Source: an optimization exercise on an open RTL-to-GDS flow (aim: small area, a short achievable clock period and few clock cycles per item). Production flows keep margins and buffers that such runs may drop.
Where RTL was checked, it was by simulation tests only, not by an equivalence proof against the original.

Design ex_mdu, start of the top module:
module ex_mdu (
   input  logic        clk,
   input  logic        reset,
   input  logic        start,
   input  logic [2:0]  md_op,
   input  logic [31:0] rs,
   input  logic [31:0] rt,
   output logic        busy,
   output logic [31:0] hi,
   output logic [31:0] lo
);
Size in the first run: about 2,100 cells after synthesis, roughly 110 flip-flops, about 18,000 um^2 of cells after synthesis.
clock: 110.0 ns
lec_check: 0
cap_margin: 20
core_margin: 2
core_utilization: 40
slew_margin: 20
standard.sh (not shown) runs the stock make flow with config.mk's settings and CLKGATE_MAP_FILE= SYNTH_SCRIPT=/design/flow/synth_recipe.tcl, a recipe that flattens the netlist after the stock synthesis.
==> flow/flow/run.sh <==
#!/bin/bash
# Own layout flow: the standard layout (standard.sh: standard synthesis,
# floorplan, place, CTS, route, finish) with one change: the buffers ORFS puts
# on every input and output port are sky130_fd_sc_hd__buf_1 cells instead of
# the default choice (clkdlybuf4s50_1, a slow and large delay buffer).
# Full make output goes to flow_standard.log in the work folder.
set -euo pipefail
cd "$(dirname "${BASH_SOURCE[0]}")/.."
export BUFFER_PORTS_ARGS="-buffer_cell sky130_fd_sc_hd__buf_1"
status=0
bash standard.sh > flow_standard.log 2>&1 || status=$?
tail -n 20 flow_standard.log
exit $status
The starting point passed the timing, design-rule and antenna checks.
Rerun with:
==> flow/flow/run.sh (replaced) <==
#!/bin/bash
# Own layout flow: the standard layout (standard.sh: standard synthesis,
# floorplan, place, CTS, route, finish) with two changes:
#  - the buffers ORFS puts on every input and output port are
#    sky130_fd_sc_hd__buf_1 cells instead of the default choice
#    (clkdlybuf4s50_1, a slow and large delay buffer);
#  - ORFS's setup repair after CTS works on every
#    path with less than SETUP_SLACK_MARGIN ns of slack, so it also speeds up
#    the paths from the inputs, which set the period this design achieves.
#    The clock period and all constraints stay the design's.
# Full make output goes to flow_standard.log in the work folder.
set -euo pipefail
cd "$(dirname "${BASH_SOURCE[0]}")/.."
export BUFFER_PORTS_ARGS="-buffer_cell sky130_fd_sc_hd__buf_1"
export SETUP_SLACK_MARGIN=86.6
export SKIP_INCREMENTAL_REPAIR=1
status=0
bash standard.sh > flow_standard.log 2>&1 || status=$?
tail -n 20 flow_standard.log
exit $status
Settings changed: ABC_AREA set to 1.
Final cell count came out higher by roughly a tenth.
Clock skew stays flat.
Critical path depth does not change.
Register-to-register slack is better by 0.36 ns.
Hold slack is better by 0.0057 ns.
Global-route usage rose by 1.1 points.
Rerun with:
--- a/flow/flow/run.sh
+++ b/flow/flow/run.sh
@@ -13,5 +13,5 @@
 cd "$(dirname "${BASH_SOURCE[0]}")/.."
 export BUFFER_PORTS_ARGS="-buffer_cell sky130_fd_sc_hd__buf_1"
-export SETUP_SLACK_MARGIN=86.6
+export SETUP_SLACK_MARGIN=86.2
 export SKIP_INCREMENTAL_REPAIR=1
 status=0
Settings changed: ABC_AREA 1 to unset.
=>
- flip-flop and latch count is unchanged
- synthesized area rises by 6.2%
- wire length is higher by 4.2%
- sequential share of layout area goes down by 0.57 points
- final cell count falls by 8.1%
No functional check of the RTL was part of any run of this note.

========
The RTL this note starts from:
==> flow/design.v <==
`default_nettype none
module ex_mdu (
   input  logic        clk,
   input  logic        reset,
   input  logic        start,
   input  logic [2:0]  md_op,
   input  logic [31:0] rs,
   input  logic [31:0] rt,
   output logic        busy,
   output logic [31:0] hi,
   output logic [31:0] lo
);
   localparam int KM = 8;              
   localparam int W  = 32 + KM;        
   localparam logic [2:0] OP_MULT  = 3'd1;
   localparam logic [2:0] OP_MULTU = 3'd2;
   localparam logic [2:0] OP_DIV   = 3'd3;
   localparam logic [2:0] OP_DIVU  = 3'd4;
   localparam logic [2:0] OP_MTHI  = 3'd5;
   localparam logic [2:0] OP_MTLO  = 3'd6;
   logic        busy_q;
   logic [31:0] hi_q, lo_q;
   logic [31:0] b_q;                   
   logic [5:0]  rem_q;                 
   logic        mul_q, sgn_q, aneg_q, dneg_q, first_q;
   logic        qn;                    
   logic [31:0] dm, am;                
   logic [4:0]  ma, mdv;               
   logic [5:0]  sh;
   logic [4:0]  se;
   logic [31:0] bsh;
   always_comb begin
      qn  = aneg_q ^ dneg_q;
      dm  = b_q ^ {32{dneg_q}};
      am  = hi_q ^ {32{aneg_q}};
      ma  = 5'd0;
      mdv = 5'd0;
      for (int i = 0; i < 32; i++) begin
         if (am[i]) ma  = 5'(i);
         if (dm[i]) mdv = 5'(i);
      end
      sh  = {1'b0, ma} - {1'b0, mdv} + {5'd0, aneg_q};
      se  = (first_q & ~mul_q) ? sh[4:0] : 5'd0;
      bsh = b_q << se;
   end
   logic          mlast;
   logic          mneg;
   logic [KM-1:0] dg;
   logic [32:0]   bx, bm, nx;
   logic [W-1:0]  cs_s, cs_c, row, s_n, c_n;
   logic [W-1:0]  msum;
   logic          mc;
   logic [31:0]   dt;
   logic          dq;
   always_comb begin
      mlast = (rem_q == 6'(KM));
      mneg  = mul_q & mlast & sgn_q & lo_q[KM-1];
      dg    = mul_q ? lo_q[KM-1:0] : KM'(1);
      bx    = {mul_q ? (sgn_q & b_q[31]) : ~aneg_q,
               bsh ^ {32{~mul_q & (aneg_q ^ ~dneg_q)}}};
      bm    = {sgn_q & b_q[31], b_q};
      cs_s  = (mul_q & first_q) ? W'(33'h1_0000_0000)
                                : W'({~((mul_q ? sgn_q : aneg_q) & hi_q[31]), hi_q});
      cs_c  = W'({~(dg[1] & bm[32]), dg[1] ? bm[31:0] : 32'd0}) << 1;
      for (int i = 2; i <= KM; i++) begin
         if (i == KM) begin
            row = W'({~(dg[0] & bx[32]), dg[0] ? bx[31:0] : 32'd0});
         end else if (i == KM - 1) begin
            nx  = mneg ? ~bm : bm;
            row = (W'({~(dg[i] & nx[32]), dg[i] ? nx[31:0] : 32'd0}) << i)
                | W'({(KM-1){mneg}});
         end else begin
            row = W'({~(dg[i] & bm[32]), dg[i] ? bm[31:0] : 32'd0}) << i;
         end
         s_n  = cs_s ^ cs_c ^ row;
         c_n  = ((cs_s & cs_c) | ((cs_s ^ cs_c) & row)) << 1;
         cs_s = s_n;
         cs_c = c_n;
      end
      mc = mneg | (~mul_q & ~qn);
      for (int i = 0; i < W; i++) begin
         msum[i] = cs_s[i] ^ cs_c[i] ^ mc;
         mc      = (cs_s[i] & cs_c[i]) | ((cs_s[i] ^ cs_c[i]) & mc);
      end
      dt = msum[31:0];
      dq = aneg_q ? (msum[32] | (msum[32:0] == 33'd0)) : ~msum[32];
   end
   logic        dlast;
   assign dlast = first_q ? (sh[5] | (sh[4:0] == 5'd0)) : (rem_q == 6'd0);
   logic [30:0] qb, qbi;
   logic        qx, qi, qc;
   logic [31:0] lo_dv;
   always_comb begin
      qb = first_q ? {31{qn}} : lo_q[30:0];
      qx = (dq & ~(first_q & sh[5])) ^ qn;
      qi = dlast & qn;
      qc = 1'b1;
      for (int i = 0; i < 31; i++) begin
         qbi[i] = qb[i] ^ qc;
         qc     = qb[i] & qc;
      end
      lo_dv = {(qx & qi) ? qbi : qb, qx ^ qi};
   end
   logic        op_mul, op_div, op_dsg, zero;
   assign op_mul = (md_op == OP_MULT) | (md_op == OP_MULTU);
   assign op_div = (md_op == OP_DIV) | (md_op == OP_DIVU);
   assign op_dsg = (md_op == OP_DIV);
   assign zero   = (rt == 32'd0);
   always_ff @(posedge clk) begin
      if (!busy_q) begin
         mul_q   <= ~op_div;
         sgn_q   <= (md_op == OP_MULT);
         aneg_q  <= op_dsg & rs[31];
         dneg_q  <= op_dsg & rt[31];
         first_q <= 1'b1;
         rem_q   <= 6'd32;
         b_q     <= rt;
      end
      if (reset) begin
         busy_q <= 1'b0;
         hi_q   <= 32'd0;
         lo_q   <= 32'd0;
      end else if (!busy_q) begin
         if (start) begin
            if (op_mul | (op_div & ~zero)) busy_q <= 1'b1;
            if (op_mul) lo_q <= rs;
            if (op_div & ~zero) hi_q <= rs;
            if (md_op == OP_MTHI) hi_q <= rs;
            if (md_op == OP_MTLO) lo_q <= rs;
         end
      end else if (mul_q) begin
         first_q <= 1'b0;
         hi_q  <= msum[W-1:KM];
         lo_q  <= {msum[KM-1:0], lo_q[31:KM]};
         rem_q <= rem_q - 6'(KM);
         if (mlast) busy_q <= 1'b0;
      end else begin
         first_q <= 1'b0;
         if (dq & ~(first_q & sh[5])) hi_q <= dt[31:0];
         lo_q  <= lo_dv;
         b_q   <= {dneg_q, bsh[31:1]};
         rem_q <= first_q ? {1'b0, sh[4:0]} - 6'd1 : rem_q - 6'd1;
         if (dlast) busy_q <= 1'b0;
      end
   end
   assign busy = busy_q;
   assign hi   = hi_q;
   assign lo   = lo_q;
endmodule
`default_nettype wire
==> flow/config.mk <==
export PLATFORM = sky130hd
export DESIGN_NAME = ex_mdu
export DESIGN_NICKNAME = ex_mdu
export VERILOG_FILES = /design/flow/design.v
export SDC_FILE = /design/flow/constraint.sdc
export NUM_CORES = 4
export LEC_CHECK = 0
export ABC_AREA = 1
export CAP_MARGIN = 20
export CORE_MARGIN = 2
export CORE_UTILIZATION = 40
export SLEW_MARGIN = 20
==> flow/constraint.sdc <==
create_clock -name core_clock -period 110.0 [get_ports {clk}]
set_input_delay 22.0000 -clock core_clock [delete_from_list [all_inputs] [get_ports {clk}]]
set_output_delay 22.0000 -clock core_clock [all_outputs]
set_load 0.01 [all_outputs]
==> flow/flow/run.sh <==
#!/bin/bash
# Own layout flow: the standard layout (standard.sh: standard synthesis,
# floorplan, place, CTS, route, finish) with two changes:
#  - the buffers ORFS puts on every input and output port are
#    sky130_fd_sc_hd__buf_1 cells instead of the default choice
#    (clkdlybuf4s50_1, a slow and large delay buffer);
#  - ORFS's setup repair after CTS works on every
#    path with less than SETUP_SLACK_MARGIN ns of slack, so it also speeds up
#    the paths from the inputs, which set the period this design achieves.
#    The clock period and all constraints stay the design's.
# Full make output goes to flow_standard.log in the work folder.
set -euo pipefail
cd "$(dirname "${BASH_SOURCE[0]}")/.."
export BUFFER_PORTS_ARGS="-buffer_cell sky130_fd_sc_hd__buf_1"
export SETUP_SLACK_MARGIN=86.9
export SKIP_INCREMENTAL_REPAIR=1
status=0
bash standard.sh > flow_standard.log 2>&1 || status=$?
tail -n 20 flow_standard.log
exit $status
The first run produced a clean layout.
Testbench counts at the start, summed over its fixed seeds: cycles 63,217, ops 12,000.
Then changed:
--- a/flow/flow/run.sh
+++ b/flow/flow/run.sh
@@ -15 +15 @@
-export SETUP_SLACK_MARGIN=86.9
+export SETUP_SLACK_MARGIN=86.6
- CORE_UTILIZATION: 40 -> 55
Outcome: Final cell count drops by 5.0%. Cell area drops by 1.6%. Sequential cell count is unchanged. Via count is about the same. Setup slack got worse by 0.060 ns. Wire length drops by 8.5%.

========
Starts from the design.v that is shown in full above.
==> flow/config.mk <==
export PLATFORM = sky130hd
export DESIGN_NAME = ex_mdu
export DESIGN_NICKNAME = ex_mdu
export VERILOG_FILES = /design/flow/design.v
export SDC_FILE = /design/flow/constraint.sdc
export NUM_CORES = 4
export LEC_CHECK = 0
export CAP_MARGIN = 20
export CORE_MARGIN = 2
export CORE_UTILIZATION = 40
export SLEW_MARGIN = 20
==> flow/constraint.sdc <==
create_clock -name core_clock -period 110.0 [get_ports {clk}]
set_input_delay 22.0000 -clock core_clock [delete_from_list [all_inputs] [get_ports {clk}]]
set_output_delay 22.0000 -clock core_clock [all_outputs]
set_load 0.01 [all_outputs]
==> flow/flow/run.sh <==
#!/bin/bash
# Own layout flow: the standard layout (standard.sh: standard synthesis,
# floorplan, place, CTS, route, finish) with two changes:
#  - the buffers ORFS puts on every input and output port are
#    sky130_fd_sc_hd__buf_1 cells instead of the default choice
#    (clkdlybuf4s50_1, a slow and large delay buffer);
#  - ORFS's setup repair after CTS works on every
#    path with less than SETUP_SLACK_MARGIN ns of slack, so it also speeds up
#    the paths from the inputs, which set the period this design achieves.
#    The clock period and all constraints stay the design's.
# Full make output goes to flow_standard.log in the work folder.
set -euo pipefail
cd "$(dirname "${BASH_SOURCE[0]}")/.."
export BUFFER_PORTS_ARGS="-buffer_cell sky130_fd_sc_hd__buf_1"
export SETUP_SLACK_MARGIN=86.6
export SKIP_INCREMENTAL_REPAIR=1
status=0
bash standard.sh > flow_standard.log 2>&1 || status=$?
tail -n 20 flow_standard.log
exit $status
The baseline ran to the end with no violations.
Testbench counts at the start, summed over its fixed seeds: cycles 63,217, ops 12,000.
Next try:
ABC_AREA = 1   (was default)
=>
- setup slack gains 0.040 ns
- area after synthesis went down by a few percent
- via count came out higher by a few percent
- wire length stays flat
- global-route usage went up by 2.0 points

========
Another version of the RTL of ex_mdu (not shown whole).
Size in the first run: ~140 I/O pins, roughly 17,000 µm² of cells after synthesis.
==> flow/config.mk <==
export PLATFORM = sky130hd
export DESIGN_NAME = ex_mdu
export DESIGN_NICKNAME = ex_mdu
export VERILOG_FILES = /design/flow/design.v
export SDC_FILE = /design/flow/constraint.sdc
export NUM_CORES = 4
export LEC_CHECK = 0
export ABC_AREA = 1
export CAP_MARGIN = 20
export CORE_MARGIN = 2
export CORE_UTILIZATION = 40
export SLEW_MARGIN = 20
==> flow/constraint.sdc <==
create_clock -name core_clock -period 110.0 [get_ports {clk}]
set_input_delay 22.0000 -clock core_clock [delete_from_list [all_inputs] [get_ports {clk}]]
set_output_delay 22.0000 -clock core_clock [all_outputs]
set_load 0.01 [all_outputs]
==> flow/flow/run.sh <==
#!/bin/bash
# Own layout flow: the standard layout (standard.sh: standard synthesis,
# floorplan, place, CTS, route, finish) with two changes:
#  - the buffers ORFS puts on every input and output port are
#    sky130_fd_sc_hd__buf_1 cells instead of the default choice
#    (clkdlybuf4s50_1, a slow and large delay buffer);
#  - ORFS's setup repair after CTS works on every
#    path with less than SETUP_SLACK_MARGIN ns of slack, so it also speeds up
#    the paths from the inputs, which set the period this design achieves.
#    The clock period and all constraints stay the design's.
# Full make output goes to flow_standard.log in the work folder.
set -euo pipefail
cd "$(dirname "${BASH_SOURCE[0]}")/.."
export BUFFER_PORTS_ARGS="-buffer_cell sky130_fd_sc_hd__buf_1"
export SETUP_SLACK_MARGIN=86.3
export SKIP_INCREMENTAL_REPAIR=1
status=0
bash standard.sh > flow_standard.log 2>&1 || status=$?
tail -n 20 flow_standard.log
exit $status
Testbench counts at the start, summed over its fixed seeds: cycles 63,217, ops 12,000.
Edit:
--- a/flow/flow/run.sh
+++ b/flow/flow/run.sh
@@ -15,2 +15 @@
-export SETUP_SLACK_MARGIN=86.3
-export SKIP_INCREMENTAL_REPAIR=1
+export SETUP_SLACK_MARGIN=86.5
Wire length increases slightly.
Cell area increases slightly.
Cell count is about the same.
Area after synthesis does not change.
Die area does not change.
Setup slack is better by 320 ps.
Edit:
--- a/flow/flow/run.sh
+++ b/flow/flow/run.sh
@@ -15 +15,2 @@
-export SETUP_SLACK_MARGIN=86.5
+export SETUP_SLACK_MARGIN=86.6
+export SKIP_INCREMENTAL_REPAIR=1
- The new run produced a clean layout
- non-clock buffer count went down by 2
- fmax barely changes
- routed wire length went down slightly
- clock skew hardly moves
- worst hold slack barely changes
- synthesized area is unchanged
- die area is unchanged

========
## run A
ex_mdu, a different RTL version from the one above (not shown whole).
Size: roughly 2100 cells after synthesis, about 110 flip-flops, about 140 I/O pins, about 18000 um^2 of cells after synthesis.
Settings: LEC_CHECK=0, CAP_MARGIN=20, CORE_MARGIN=2, CORE_UTILIZATION=55, CTS_BUF_LIST=sky130_fd_sc_hd__clkbuf_8, SLEW_MARGIN=20; clock period 110.0 ns.
==> flow/flow/run.sh <==
#!/bin/bash
# Own layout flow: the standard layout (standard.sh: standard synthesis,
# floorplan, place, CTS, route, finish) with two changes:
#  - the buffers ORFS puts on every input and output port are
#    sky130_fd_sc_hd__buf_1 cells instead of the default choice
#    (clkdlybuf4s50_1, a slow and large delay buffer);
#  - ORFS's setup repair after CTS works on every
#    path with less than SETUP_SLACK_MARGIN ns of slack, so it also speeds up
#    the paths from the inputs, which set the period this design achieves.
#    The clock period and all constraints stay the design's.
# Full make output goes to flow_standard.log in the work folder.
set -euo pipefail
cd "$(dirname "${BASH_SOURCE[0]}")/.."
export BUFFER_PORTS_ARGS="-buffer_cell sky130_fd_sc_hd__buf_1"
export SETUP_SLACK_MARGIN=86.6
export SKIP_INCREMENTAL_REPAIR=1
status=0
bash standard.sh > flow_standard.log 2>&1 || status=$?
tail -n 20 flow_standard.log
exit $status
Testbench counts of run A, summed over its fixed seeds: cycles 63,217, ops 12,000.
The inputs of run B differ from those of run A as listed below.
# run A
export LEC_CHECK = 0
export CAP_MARGIN = 20
export CORE_MARGIN = 2
export CORE_UTILIZATION = 55
export CTS_BUF_LIST = sky130_fd_sc_hd__clkbuf_8
export SLEW_MARGIN = 20
create_clock -name core_clock -period 110.0 [get_ports {clk}]
# run B
export LEC_CHECK = 0
export CAP_MARGIN = 20
export CORE_MARGIN = 2
export CORE_UTILIZATION = 40
export SLEW_MARGIN = 20
create_clock -name core_clock -period 110.0 [get_ports {clk}]
## What came out
In the reports for run A and run B, the smaller met1 track utilization from global routing belongs to run B. Of run A and run B, run A shows the lower final critical delay including setup and external delays, with run B above it. Run A and run B ended up with roughly the same fraction of the cycle the final worst path needs. Compared with run A, run B shows filler cell count that has gone up by more than half. Taking run A as the reference, in run B area added between synthesis and finish moved up, average wire per standard cell shrank by about 3%.
The following lists how run C was set up differently from run B:
==> flow/flow/run.sh <==
#!/bin/bash
# Own layout flow: the standard layout (standard.sh: standard synthesis,
# floorplan, place, CTS, route, finish) with one change: the buffers ORFS puts
# on every input and output port are sky130_fd_sc_hd__buf_1 cells instead of
# the default choice (clkdlybuf4s50_1, a slow and large delay buffer).
# Full make output goes to flow_standard.log in the work folder.
set -euo pipefail
cd "$(dirname "${BASH_SOURCE[0]}")/.."
export BUFFER_PORTS_ARGS="-buffer_cell sky130_fd_sc_hd__buf_1"
status=0
bash standard.sh > flow_standard.log 2>&1 || status=$?
tail -n 20 flow_standard.log
exit $status
Findings:
Total wirelength of the detailed-routed design, run C and run B, lower one = run C. Looking at run C and run B, the clock buffer and inverter area fraction after layout is a wash. Higher sequential fraction of total cell area goes to run C over run B. Between run C and run B, number of cells traversed by the worst register-to-register path is lower for run C, run B comes in above that. Initial detailed-routing violation count delta (run C − run B): unfavourable.

## what the ideal ports hide
In the flow no input, the clock included, has a driving cell. The finished layouts below were timed again as built, in two steps.
Step 1 sets driving cells, clkbuf_16 on the clock port and buf_2 on the other inputs (assumed; they add their load-dependent delay and slew).
Step 2 adds t to the input delays and takes it off the output delays; t is the mean of the earliest and latest rising clock arrival at the registers after step 1. Input paths then give back, and output paths get back, about the clock's delay inside the block.
a / b / c = no drivers / after step 1 / after step 2; a / b = the first two.
| run | t (ns) | setup WS [ns] | worst setup path after step 2 | latest minus earliest clock arrival (ns) |
|---|---|---|---|---|
| the first run of note 1 | 0.450 | 85.781 / 85.812 / 85.363 | input to register | 0.021 / 0.021 |
| the second run of note 1 | 0.414 | 86.500 / 86.492 / 86.078 | input to register | 0.019 / 0.020 |
| the third run of note 1 | 0.451 | 86.235 / 86.265 / 85.814 | input to register | 0.020 / 0.020 |
| the first run of note 2 | 0.451 | 86.490 / 86.528 / 86.077 | input to register | 0.018 / 0.018 |
| the second run of note 2 | 0.442 | 86.430 / 86.457 / 86.015 | input to register | 0.017 / 0.016 |
| the first run of note 3 | 0.459 | 86.423 / 86.452 / 85.993 | input to register | 0.016 / 0.017 |
| the second run of note 3 | 0.447 | 86.463 / 86.494 / 86.047 | input to register | 0.020 / 0.020 |
| the first run of note 4 | 0.450 | 86.185 / 86.185 / 85.923 | input to register | 0.012 / 0.013 |
| the second run of note 4 | 0.449 | 86.507 / 86.539 / 86.090 | input to register | 0.013 / 0.013 |
| the third run of note 4 | 0.448 | 86.448 / 86.480 / 86.032 | input to register | 0.012 / 0.012 |
| run A | 0.457 | 86.507 / 86.525 / 86.068 | input to register | 0.020 / 0.020 |
| run B | 0.446 | 86.370 / 86.397 / 85.951 | input to register | 0.017 / 0.017 |
| run C | 0.462 | 85.511 / 85.545 / 85.083 | input to register | 0.017 / 0.018 |
After both steps setup and hold are still met in every run listed. The setup slack of run A, which loses most, moves by +0.018 ns with the drivers and by -0.439 ns with both steps.
